From an optimization exercise on the open Yosys and OpenROAD flow, aimed at small area; shortcuts taken in it are not production practice.
Function was checked by simulation only, so behaviour that the tests miss may differ from the original.
No activity file was given, so power comes from the tool's default toggle rates.

Setup of garnet:
## regfile_multiport
module regfile_multiport #(
    parameter int XLEN     = 32,
    parameter int NREGS    = 32,
    parameter int NRD      = 2,
    parameter bit ZERO_REG = 1'b1,
    parameter bit BYPASS   = 1'b1,
    localparam int AW      = $clog2(NREGS)
) (
    input  logic                clk,
    input  logic                rst,
    input  logic [NRD*AW-1:0]   raddr,
    output logic [NRD*XLEN-1:0] rdata,
    input  logic                we,
    input  logic [AW-1:0]       waddr,
    input  logic [XLEN-1:0]     wdata,
    input  logic                sb_set,
    input  logic [AW-1:0]       sb_addr,
    input  logic                sb_flush,
    output logic [NREGS-1:0]    busy,
    input  logic                dump_req,
    output logic                dump_valid,
    input  logic                dump_ready,
    output logic [AW-1:0]       dump_addr,
    output logic [XLEN-1:0]     dump_data,
    output logic                dump_last,
    output logic                dump_done
);
    localparam int            R0       = ZERO_REG ? 1 : 0;
    localparam logic [AW-1:0] LAST_IDX = AW'(NREGS - 1);
    logic [XLEN-1:0]  regs_n [NREGS];  
    logic [NREGS-1:0] wsel_n;          
    logic [NREGS-1:0] ssel_n;          
    logic [NREGS-1:0] ld;              
    logic [XLEN-1:0]  wd_n;            
    logic [XLEN-1:0]  wdata_n;
    logic             wr_en_n;         
    logic             rst_n;
    logic             wnz, wz4;
    rf_inv u_rstn (.a(rst), .y(rst_n));
    rf_or4  u_wz4 (.a(waddr[0]), .b(waddr[1]), .c(waddr[2]), .d(waddr[3]), .y(wz4));
    rf_or2  u_wnz (.a(wz4), .b(waddr[4]), .y(wnz));
    rf_nand2 u_wen (.a(we), .b(wnz), .y(wr_en_n));
    for (genvar b = 0; b < XLEN; b++) begin : g_wd
        rf_nand2 u_d (.a(wdata[b]), .b(rst_n), .y(wd_n[b]));
  ...
For scale: ~3500 cells after synthesis, roughly 200 I/O pins.
==> flow/config.mk <==
export PLATFORM = sky130hd
export DESIGN_NAME = regfile_multiport
export DESIGN_NICKNAME = regfile_multiport
export VERILOG_FILES = /design/flow/design.v
export SDC_FILE = /design/flow/constraint.sdc
export NUM_CORES = 4
export LEC_CHECK = 0
export CAP_MARGIN = 20
export CELL_PAD_IN_SITES_DETAIL_PLACEMENT = 1
export CELL_PAD_IN_SITES_GLOBAL_PLACEMENT = 1
export CORE_MARGIN = 2
export CORE_UTILIZATION = 40
export PLACE_DENSITY = 0.5
export SLEW_MARGIN = 20
export SYNTH_HIERARCHICAL = 1
==> flow/constraint.sdc <==
create_clock -name core_clock -period 6.5 [get_ports {clk}]
set_input_delay 1.3000 -clock core_clock [delete_from_list [all_inputs] [get_ports {clk}]]
set_output_delay 1.3000 -clock core_clock [all_outputs]
set_load 0.01 [all_outputs]
standard.sh (not shown) runs the stock make flow with config.mk's settings and CLKGATE_MAP_FILE= SYNTH_SCRIPT=/design/flow/synth_recipe.tcl, a recipe that flattens the netlist after the stock synthesis.
==> flow/flow/run.sh <==
#!/bin/bash
# Standard layout with two changes: the port buffers are buf_1 cells instead
# of the default delay cells, and clock tree synthesis uses sky130_fd_sc_hd__clkbuf_8 with
# bounded sink clusters and no dummy loads. Each ORFS step keeps its own log
# under orfs/logs/; the make output goes to flow_make.log here.
set -euo pipefail
bash standard.sh \
  "BUFFER_PORTS_ARGS=-buffer_cell sky130_fd_sc_hd__buf_1" \
  "CTS_ARGS=-sink_clustering_enable -repair_clock_nets -dont_use_dummy_load -buf_list sky130_fd_sc_hd__clkbuf_8 -sink_clustering_size 20 -sink_clustering_max_diameter 60" \
  finish > flow_make.log 2>&1
The inputs of xenon differ from those of garnet as listed below.
# garnet
export LEC_CHECK = 0
export CAP_MARGIN = 20
export CELL_PAD_IN_SITES_DETAIL_PLACEMENT = 1
export CELL_PAD_IN_SITES_GLOBAL_PLACEMENT = 1
export CORE_MARGIN = 2
export CORE_UTILIZATION = 40
export PLACE_DENSITY = 0.5
export SLEW_MARGIN = 20
export SYNTH_HIERARCHICAL = 1
create_clock -name core_clock -period 6.5 [get_ports {clk}]
# xenon
export LEC_CHECK = 0
export CAP_MARGIN = 20
export CORE_MARGIN = 2
export CORE_UTILIZATION = 40
export PLACE_DENSITY = 0.45
export SLEW_MARGIN = 20
export SYNTH_HIERARCHICAL = 1
create_clock -name core_clock -period 6.5 [get_ports {clk}]
Across xenon and garnet, a clean result was obtained everywhere but in xenon.
[flow] xenon | stages: complete | final checks: fail | reason: negative setup slack
Compared with garnet, in xenon non-clock buffer share of cell area moved up; wire length grew by 8900 µm.
garnet -> xenon: filler-free cell count of the finished design flat
Lower ratio of cells with drive above 1 in the final layout goes to xenon over garnet.
The part of the power in registers reported for xenon is greater than that of garnet by 0.3 points.
Relative to garnet, the initial antenna violation count of xenon is lower by 1.
The total power was comparable across xenon and garnet.
Between xenon and garnet, the post-detailed-route wirelength per cell is lower for garnet.
xenon vs garnet: design area up in xenon
Delta (xenon minus garnet): worst hold slack dropped 3.0 ps, clock power dropped about 2%.

## separate check: timing with driven ports
No port has a modelled driver above. Below, the same layouts with a new extraction and two added sets of constraints. Step 1 (the two cells are an assumption about what drives the block):
set clk [get_ports {clk}]
set_driving_cell -lib_cell sky130_fd_sc_hd__clkbuf_16 $clk
set_driving_cell -lib_cell sky130_fd_sc_hd__buf_2 [delete_from_list [all_inputs] $clk]
Step 2 moves the port delays by t, midway between the first and last clock arrival at a register: inputs arrive t later, outputs are due t later. That takes back most of the time a late clock gives input paths. Three values: no drivers, after step 1, after step 2; two values: the first two.
run	t, ns	setup slack, ns	worst hold slack (ns)	latest minus earliest clock arrival (ns)
garnet	0.889	0.134 / 0.106 / 0.106	0.488 / 0.488 / 0.488	0.090 / 0.090
xenon	0.893	-0.153 / -0.195 / -0.195	0.485 / 0.485 / 0.485	0.081 / 0.081
For xenon, which loses most, drivers alone change the setup slack by -0.042 ns; drivers and shift together by -0.042 ns.
